Background: an optimization exercise with open tools, aiming at small area, a short achievable clock period and few clock cycles per item. Do not read the settings as production practice.
The RTL was checked by simulation tests, not by an equivalence proof against the original design.
Power is estimated from default activity; no workload was simulated.

[design/flow/config.mk]
export PLATFORM = sky130hd
export DESIGN_NAME = rotating_page_wear_leveler
export DESIGN_NICKNAME = rotating_page_wear_leveler
export VERILOG_FILES = /design/flow/design.v
export SDC_FILE = /design/flow/constraint.sdc
export NUM_CORES = 4
export LEC_CHECK = 0
export CAP_MARGIN = 20
export CORE_MARGIN = 2
export CORE_UTILIZATION = 40
export SLEW_MARGIN = 20
export SYNTH_MEMORY_MAX_BITS = 8192
[design/flow/constraint.sdc]
create_clock -name core_clock -period 8.0 [get_ports {clk}]
set_input_delay 1.6000 -clock core_clock [delete_from_list [all_inputs] [get_ports {clk}]]
set_output_delay 1.6000 -clock core_clock [all_outputs]
set_load 0.01 [all_outputs]
[design/flow/design.v]
package rpwl_pkg;
    localparam logic [1:0] MODE_LOAD   = 2'd0;
    localparam logic [1:0] MODE_COMMIT = 2'd1;
    localparam logic [1:0] MODE_READ   = 2'd2;
    localparam logic [1:0] MODE_CLEAR  = 2'd3;
    localparam logic [7:0] ERASED_BYTE = 8'hFF;
    typedef struct packed {
        logic [1:0] mode;
        logic [1:0] container_index;
        logic [3:0] byte_offset;
        logic [7:0] data_in;
    } cmd_t;
    typedef struct packed {
        logic [7:0] data_out;
        logic [2:0] page_slot;
        logic       last;
    } result_t;
endpackage
module rpwl_ram #(
    parameter int DEPTH = 512,
    parameter int AW    = 9
) (
    input  logic          clk,
    input  logic          we,
    input  logic [AW-1:0] waddr,
    input  logic [7:0]    wdata,
    input  logic          re,
    input  logic [AW-1:0] raddr,
    output logic [7:0]    rdata
);
    logic [7:0] mem [DEPTH];
    logic [7:0] rdata_reg;
    always_ff @(posedge clk)
    begin
        if (we)
        begin
            mem[waddr] <= wdata;
        end
        if (re)
        begin
            rdata_reg <= mem[raddr];
        end
    end
    assign rdata = rdata_reg;
endmodule
module rotating_page_wear_leveler #(
    parameter int PAGES               = 8,
    parameter int CONTAINERS_PER_PAGE = 4,
    parameter int CONTAINER_BYTES     = 16
) (
    input  logic              clk,
    input  logic              rst_n,
    input  logic              start,
    input  rpwl_pkg::cmd_t    cmd,
    output logic              busy,
    output logic              strobe,
    output rpwl_pkg::result_t result
);
    localparam int PAGE_BYTES  = CONTAINERS_PER_PAGE * CONTAINER_BYTES;
    localparam int STORE_BYTES = PAGES * PAGE_BYTES;
    localparam int AW  = (STORE_BYTES > 1) ? $clog2(STORE_BYTES) : 1;
    localparam int JW  = (PAGE_BYTES > 1) ? $clog2(PAGE_BYTES) : 1;
    localparam int BIW = (CONTAINER_BYTES > 1) ? $clog2(CONTAINER_BYTES) : 1;
    localparam int CIW = (CONTAINERS_PER_PAGE > 1) ? $clog2(CONTAINERS_PER_PAGE) : 1;
    localparam int PW  = $clog2(PAGES);
    typedef enum logic [1:0] {
        S_IDLE,
        S_COPY,
        S_READ
    } state_t;
    state_t                 state_reg, state_next;
    logic [JW-1:0]          cnt_reg, cnt_next;
    logic [BIW-1:0]         b_reg, b_next;
    logic [CIW-1:0]         c_reg, c_next;
    logic                   issue_reg, issue_next;
    logic [AW-1:0]          base_reg, base_next;
    logic [AW-1:0]          dbase_reg, dbase_next;
    logic [1:0]             idx_reg, idx_next;
    logic                   idx_ok_reg, idx_ok_next;
    logic                   src_ok_reg, src_ok_next;
    logic [PW-1:0]          slot_reg, slot_next;
    logic                   pv_reg, pv_next;
    logic                   plast_reg, plast_next;
    logic                   pbuf_reg, pbuf_next;
    logic [AW-1:0]          pwaddr_reg, pwaddr_next;
    logic [BIW-1:0]         pboff_reg, pboff_next;
    logic                   sbq_ok_reg, sbq_ok_next;
    logic [PW-1:0]          tgt_reg, tgt_next;
    logic [PAGES-1:0]       page_valid_reg, page_valid_next;
    logic [CONTAINER_BYTES-1:0] sb_valid_reg, sb_valid_next;
    logic                   strobe_reg, strobe_next;
    rpwl_pkg::result_t        result_reg, result_next;
    logic                   accept;
    logic [PW-1:0]          src_page;
    logic                   cmd_idx_ok;
    logic                   last_issue;
    logic                   pg_we, pg_re;
    logic [AW-1:0]          pg_waddr, pg_raddr;
    logic [7:0]             pg_wdata, pg_q, pg_data;
    logic                   sb_we, sb_re;
    logic [BIW-1:0]         sb_waddr;
    logic [7:0]             sb_wdata, sb_q, sb_data;
    logic                   load_we;
    assign accept     = start && (state_reg == S_IDLE);
    assign src_page   = (tgt_reg == '0) ? PW'(PAGES - 1) : tgt_reg - PW'(1);
    assign cmd_idx_ok = 32'(cmd.container_index) < CONTAINERS_PER_PAGE;
    assign last_issue = (state_reg == S_COPY) ? (cnt_reg == JW'(PAGE_BYTES - 1))
                                              : (b_reg == BIW'(CONTAINER_BYTES - 1));
    assign pg_data = src_ok_reg ? pg_q : rpwl_pkg::ERASED_BYTE;
    assign sb_data = sbq_ok_reg ? sb_q : 8'h00;
    assign pg_re    = issue_reg && ((state_reg == S_COPY) || idx_ok_reg);
    assign pg_raddr = base_reg + AW'(cnt_reg);
    assign pg_we    = pv_reg && (state_reg == S_COPY);
    assign pg_waddr = pwaddr_reg;
    assign pg_wdata = pbuf_reg ? sb_data : pg_data;
    assign sb_re    = issue_reg && (state_reg == S_COPY);
    assign load_we  = accept && (cmd.mode == rpwl_pkg::MODE_LOAD)
                      && (32'(cmd.byte_offset) < CONTAINER_BYTES);
    assign sb_we    = load_we || (pv_reg && (state_reg == S_READ) && idx_ok_reg);
    assign sb_waddr = load_we ? BIW'(cmd.byte_offset) : pboff_reg;
    assign sb_wdata = load_we ? cmd.data_in : pg_data;
    always_comb
    begin
        state_next      = state_reg;
        cnt_next        = cnt_reg;
        b_next          = b_reg;
        c_next          = c_reg;
        issue_next      = issue_reg;
        base_next       = base_reg;
        dbase_next      = dbase_reg;
        idx_next        = idx_reg;
        idx_ok_next     = idx_ok_reg;
        src_ok_next     = src_ok_reg;
        slot_next       = slot_reg;
        pv_next         = 1'b0;
        plast_next      = plast_reg;
        pbuf_next       = pbuf_reg;
        pwaddr_next     = pwaddr_reg;
        pboff_next      = pboff_reg;
        sbq_ok_next     = sbq_ok_reg;
        tgt_next        = tgt_reg;
        page_valid_next = page_valid_reg;
        sb_valid_next   = sb_valid_reg;
        strobe_next     = 1'b0;
        result_next     = result_reg;
        if (accept)
        begin
            cnt_next    = '0;
            b_next      = '0;
            c_next      = '0;
            idx_next    = cmd.container_index;
            idx_ok_next = cmd_idx_ok;
            src_ok_next = page_valid_reg[src_page];
            case (cmd.mode)
                rpwl_pkg::MODE_COMMIT:
                begin
                    state_next = S_COPY;
                    issue_next = 1'b1;
                    base_next  = AW'(32'(src_page) * PAGE_BYTES);
                    dbase_next = AW'(32'(tgt_reg) * PAGE_BYTES);
                    slot_next  = tgt_reg;
                end
                rpwl_pkg::MODE_READ:
                begin
                    state_next = S_READ;
                    issue_next = 1'b1;
                    base_next  = AW'(32'(src_page) * PAGE_BYTES
                                     + 32'(cmd.container_index) * CONTAINER_BYTES);
                    slot_next  = src_page;
                end
                rpwl_pkg::MODE_CLEAR:
                begin
                    sb_valid_next = '0;
                end
                default:
                begin
                end
            endcase
        end
        if (issue_reg)
        begin
            pv_next     = 1'b1;
            plast_next  = last_issue;
            issue_next  = !last_issue;
            pwaddr_next = dbase_reg + AW'(cnt_reg);
            pboff_next  = b_reg;
            pbuf_next   = 32'(c_reg) == 32'(idx_reg);
            sbq_ok_next = sb_valid_reg[b_reg];
            cnt_next    = cnt_reg + JW'(1);
            if (b_reg == BIW'(CONTAINER_BYTES - 1))
            begin
                b_next = '0;
                c_next = c_reg + CIW'(1);
            end
            else
            begin
                b_next = b_reg + BIW'(1);
            end
        end
        if (sb_we)
        begin
            sb_valid_next[sb_waddr] = 1'b1;
        end
        if (pv_reg)
        begin
            if (state_reg == S_READ)
            begin
                strobe_next          = 1'b1;
                result_next.data_out = idx_ok_reg ? pg_data : 8'h00;
                result_next.page_slot = 3'(slot_reg);
                result_next.last     = plast_reg;
            end
            else if (plast_reg)
            begin
                strobe_next           = 1'b1;
                result_next.data_out  = 8'h00;
                result_next.page_slot = 3'(slot_reg);
                result_next.last      = 1'b1;
                page_valid_next[tgt_reg] = 1'b1;
                if (idx_ok_reg)
                begin
                    tgt_next = (tgt_reg == PW'(PAGES - 1)) ? '0 : tgt_reg + PW'(1);
                end
            end
            if (plast_reg)
            begin
                state_next = S_IDLE;
            end
        end
    end
    always_ff @(posedge clk or negedge rst_n)
    begin
        if (!rst_n)
        begin
            state_reg      <= S_IDLE;
            cnt_reg        <= '0;
            b_reg          <= '0;
            c_reg          <= '0;
            issue_reg      <= 1'b0;
            base_reg       <= '0;
            dbase_reg      <= '0;
            idx_reg        <= '0;
            idx_ok_reg     <= 1'b0;
            src_ok_reg     <= 1'b0;
            slot_reg       <= '0;
            pv_reg         <= 1'b0;
            plast_reg      <= 1'b0;
            pbuf_reg       <= 1'b0;
            pwaddr_reg     <= '0;
            pboff_reg      <= '0;
            sbq_ok_reg     <= 1'b0;
            tgt_reg        <= '0;
            page_valid_reg <= '0;
            sb_valid_reg   <= '0;
            strobe_reg     <= 1'b0;
            result_reg     <= '0;
        end
        else
        begin
            state_reg      <= state_next;
            cnt_reg        <= cnt_next;
            b_reg          <= b_next;
            c_reg          <= c_next;
            issue_reg      <= issue_next;
            base_reg       <= base_next;
            dbase_reg      <= dbase_next;
            idx_reg        <= idx_next;
            idx_ok_reg     <= idx_ok_next;
            src_ok_reg     <= src_ok_next;
            slot_reg       <= slot_next;
            pv_reg         <= pv_next;
            plast_reg      <= plast_next;
            pbuf_reg       <= pbuf_next;
            pwaddr_reg     <= pwaddr_next;
            pboff_reg      <= pboff_next;
            sbq_ok_reg     <= sbq_ok_next;
            tgt_reg        <= tgt_next;
            page_valid_reg <= page_valid_next;
            sb_valid_reg   <= sb_valid_next;
            strobe_reg     <= strobe_next;
            result_reg     <= result_next;
        end
    end
    rpwl_ram #(
        .DEPTH (STORE_BYTES),
        .AW    (AW)
    ) u_page_ram (
        .clk   (clk),
        .we    (pg_we),
        .waddr (pg_waddr),
        .wdata (pg_wdata),
        .re    (pg_re),
        .raddr (pg_raddr),
        .rdata (pg_q)
    );
    rpwl_ram #(
        .DEPTH (CONTAINER_BYTES),
        .AW    (BIW)
    ) u_stage_ram (
        .clk   (clk),
        .we    (sb_we),
        .waddr (sb_waddr),
        .wdata (sb_wdata),
        .re    (sb_re),
        .raddr (b_reg),
        .rdata (sb_q)
    );
    assign busy   = (state_reg != S_IDLE);
    assign strobe = strobe_reg;
    assign result = result_reg;
endmodule
[design/flow/run.sh]
#!/bin/bash
# synth_recipe.tcl (not shown) runs the flow's synth.tcl, then flattens the netlist and writes it again
# the make line also repeats each setting of config.mk as NAME=value (left out here)
make -C /OpenROAD-flow-scripts/flow DESIGN_CONFIG=/design/flow/config.mk WORK_HOME=/design/flow/orfs CLKGATE_MAP_FILE= SYNTH_SCRIPT=/design/flow/synth_recipe.tcl finish
==> results.txt <==
## metrics by stage
stage / utilization, % / area [um2] / total power, W / setup TNS [ps]
6_report: 44.9 / 190000 / 0.0756 / 0
5_1_grt: 44.9 / 190000 / 0.0779 / 0
4_1_cts: 44.9 / 190000 / 0.0758 / 0
3_5_place_dp: 41.5 / 176000 / 0.0557 / 0
3_3_place_gp: 41.5 / 176000 / 0.0551 / 0
2_1_floorplan: - / 170000 / 0.0483 / -6447250
## critical path, stage by stage (launching register included)
cell	delay, ps
dfrtp_1	480
ha_4	220
fa_1	460
xnor2_2	650
nand2_2	650
buf_4	460
o21a_1	230
o32ai_1	140
nor4_1	110
nand4_1	410
nand4_1	580
and4b_1	460
## power by group through the flow
| stage | registers (W) | logic (W) | clock network (W) |
|---|---|---|---|
| after floorplan | 0.0331 | 0.0152 | 0 |
| after global placement | 0.0312 | 0.0240 | 0 |
| after detailed placement | 0.0312 | 0.0245 | 0 |
| after CTS | 0.0308 | 0.0245 | 0.0205 |
| after global routing | 0.0308 | 0.0257 | 0.0214 |
| final | 0.0308 | 0.0245 | 0.0203 |
## metal layers
layer  routed length, um  global-route usage, %  vias to the layer above
li1                    -                      -                    36300
met1              182000                   28.2                    46700
met2              217000                   32.9                     4165
met3               37000                   3.66                      721
met4               15600                   6.39                       14
met5                  90                 0.0332                        -
## worst paths after layout
path	startpoint	end	slack (ps)	cells past startpoint
setup / recovery	cnt_reg[4]$_DFFE_PN0P_	u_page_ram.rdata_reg[0]$_DFFE_PP_	2860	11
hold reg to reg	page_valid_reg[1]$_DFFE_PN0P_	page_valid_reg[1]$_DFFE_PN0P_	450	1
setup reg to reg	cnt_reg[4]$_DFFE_PN0P_	u_page_ram.rdata_reg[0]$_DFFE_PP_	2860	11
min in group asynchronous	rst_n	sb_valid_reg[15]$_DFF_PN0_	480	1
max in group asynchronous	rst_n	cnt_reg[0]$_DFFE_PN0P_	6180	2
hold / removal	page_valid_reg[1]$_DFFE_PN0P_	page_valid_reg[1]$_DFFE_PN0P_	450	1
## cell usage after synthesis (35+ instances only)
cell,n,area share [%]
a21oi_1,158,0.46
mux2i_1,806,4.7
nor3_1,154,0.45
nor2_1,698,1.5
mux4_2,671,8.9
buf_4,58,0.26
o221ai_1,232,1.2
buf_6,93,0.61
nor4_1,91,0.33
mux4_1,39,0.60
nand4_1,35,0.13
nand2_1,186,0.41
buf_2,86,0.25
o22ai_1,219,0.80
dfrtp_1,87,1.3
o21ai_0,190,0.56
clkbuf_1,232,0.51
edfxtp_1,4240,75
nand3_1,41,0.12
## cell type report
type	instances	area [um2]	area share [%]
Clock buffer	531	11300	5.96
Tap cell	5663	7090	3.72
Clock inverter	254	2750	1.44
Sequential cell	4327	130000	68.0
Antenna cell	9	22.5	0.0118
Multi-Input combinational cell	3865	37600	19.8
Inverter	20	85.1	0.0447
Timing Repair Buffer	187	1930	1.01
## kinds of logic (layout without fill, tap and decap cells)
kind of cell	after synthesis	in the layout
flops	4327	4327
mux	1535	1535
simple gates	1310	1310
compound gates	996	996
buf+inv	562	992
fa+ha+maj	16	16
xor+xnor	8	8
other cells	0	9
==> impl_metrics.csv <==
group,metric,value,unit
pwr,switching_power,0.0263,W
cells_and_area,area_growth,11.7,%
detailed_routing,antenna_left,0,
die,coreArea,0.424,mm2
die,io_pins,33,
synthesis,synthAdderAreaFrac,0.122,%
cts,postCtsSetupBuffers,0,
sta,rsz0062_at_grt,"false",
cts,clk_pin_slew,60,ps
synthesis,synth-compound-area-share,3.94,%
synthesis,synth_mux_area_share,14.3,%
pwr,p_leak,60.0,nW
pwr,clkPwrFrac,26.8,%
sta,finalHoldViolCount,0,
synthesis,synth_nets,8789,
cells_and_area,drive_above_1_share,16.6,%
min_path,worstHoldPathType,"register to register",
global_route,antenna_found_initial,25,
synthesis,synth_xor_area_share,0.0455,%
detailed_routing,first_pass_iters,11,
synthesis,synth_flop_cell,"edfxtp_1",
die,fp.dieW,657,um
sta,finalCritPeriodShare,64.3,%
synthesis,synth-edff-count,4240,
sta,setup_viol,0,
detailed_routing,postRouteWirelength,452000,um
cells_and_area,layout_common_cells,"edfxtp_1 (4240), mux2i_1 (806), nor2_1 (694)",
cts,numCtsBuffers,433,
pwr,swShare,34.8,%
worst_setup_path,crit_path_start_kind,"register",
sta,skew,64.5,ps
detailed_routing,wl_per_cell,30.4,um
placed_design,pre_cts_slack,3000,ps
cells_and_area,fin_cells,14900,
die,num_rows,239,
cells_and_area,fillers,35700,
global_route,grt_max_degree,217,
pwr,p_per_area,397,mW/mm2
synthesis,syn_avg_cell_area,19.5,um2
cts,ctsResizeCount,0,
synthesis,netlist_instances,8754,
cts,holdBufCountCts,0,
detailed_routing,drc,0,
global_route,grt.overflow.total,0,
cells_and_area,final_common_cell,"edfxtp_1",
worst_setup_path,path_max_fanout,29,
pwr,peakVddDrop,0.000443,V
pwr,comb_power_share,32.5,%
placed_design,port_buffers,32,
global_route,grt_pass1_vias,86200,
run_status,status,"timing/DRC/antenna clean",
sta,relSlewSlack,19.4,%
worst_setup_path,cp.required,8720,ps
synthesis,synth_simple_gate_area_share,3.41,%
cts,cts.sinks,4327,
sta,max_freq,194,MHz
detailed_routing,vias,87900,
cells_and_area,nets,8869,
sta,fin_crit,5140,ps
run,drv_cap,0,
cts,insertion_delay,990,ps
worst_setup_path,cp.arrival,5860,ps
cts,htreeDepth,5,
synthesis,synth_top_family_by_area,"multiplexers",
detailed_routing,drt-initial-drc-count,11200,
pwr,power_frac_seq,40.7,%
detailed_routing,avgViaCountPerCell,5.91,
sta,tightest_slew,1210,ps
global_route,track_usage,20.4,%
placed_design,place_hpwl,271000,um
die,die_area,0.431,mm2
worst_setup_path,critPathKind,"register to register",
global_route,grt_first_pass_wirelength,641000,um
synthesis,yosysWarnings,3,
cts,cts_tree,"built",
cells_and_area,largest_reg_flops,4096,
pwr,intPower,0.0493,W
synthesis,ys_types,73,
placed_design,place_congestion,0.973,
sta,timing.hold.ws,450,ps
die,die_height,657,um
synthesis,ys_ff_latch,4327,
die,initial_core_util,40.2,%
cts,cts-root-buf,"clkbuf_16",
worst_setup_path,end_kind,"register",
synthesis,async_flop_share,2.01,%
sta,final-max-slew-violation-count,0,
synthesis,seq_area_frac_synth,76.0,%
sta,final.setup.worst_slack,2860,ps
cts,cts.path.max_buffers,4,
placed_design,dp_cells,14100,
synthesis,synth_area,0.170,mm2
Testbench counts, summed over its fixed seeds: cycles 158,387, items 12,000.

-- afterwards: timing with drivers on the ports --
The flow's constraints put no driver on any port. The routed layout listed below was extracted and timed again, unchanged, in two steps.
Step 1: set_driving_cell puts a clkbuf_16 on clk and a buf_2 on each other input, an assumption about the parent block.
Step 2 times the ports against the registers' clock, not the clock port: input delays grow and output delays shrink by t, the midpoint of the rising clock arrivals with the driver on.
Three values: no drivers, after step 1, after step 2; two values: the first two.
t (ns): 1.069
slack for setup (ns): 2.857 / 2.857 / 2.857
slew at the worst register clock pin (ns): 0.07 / 0.07
worst data-port slew with drivers (ns): 0.04
After both steps this run still meets setup and hold. For this run, drivers alone change the setup slack by 0.000 ns; drivers and shift together by 0.000 ns.
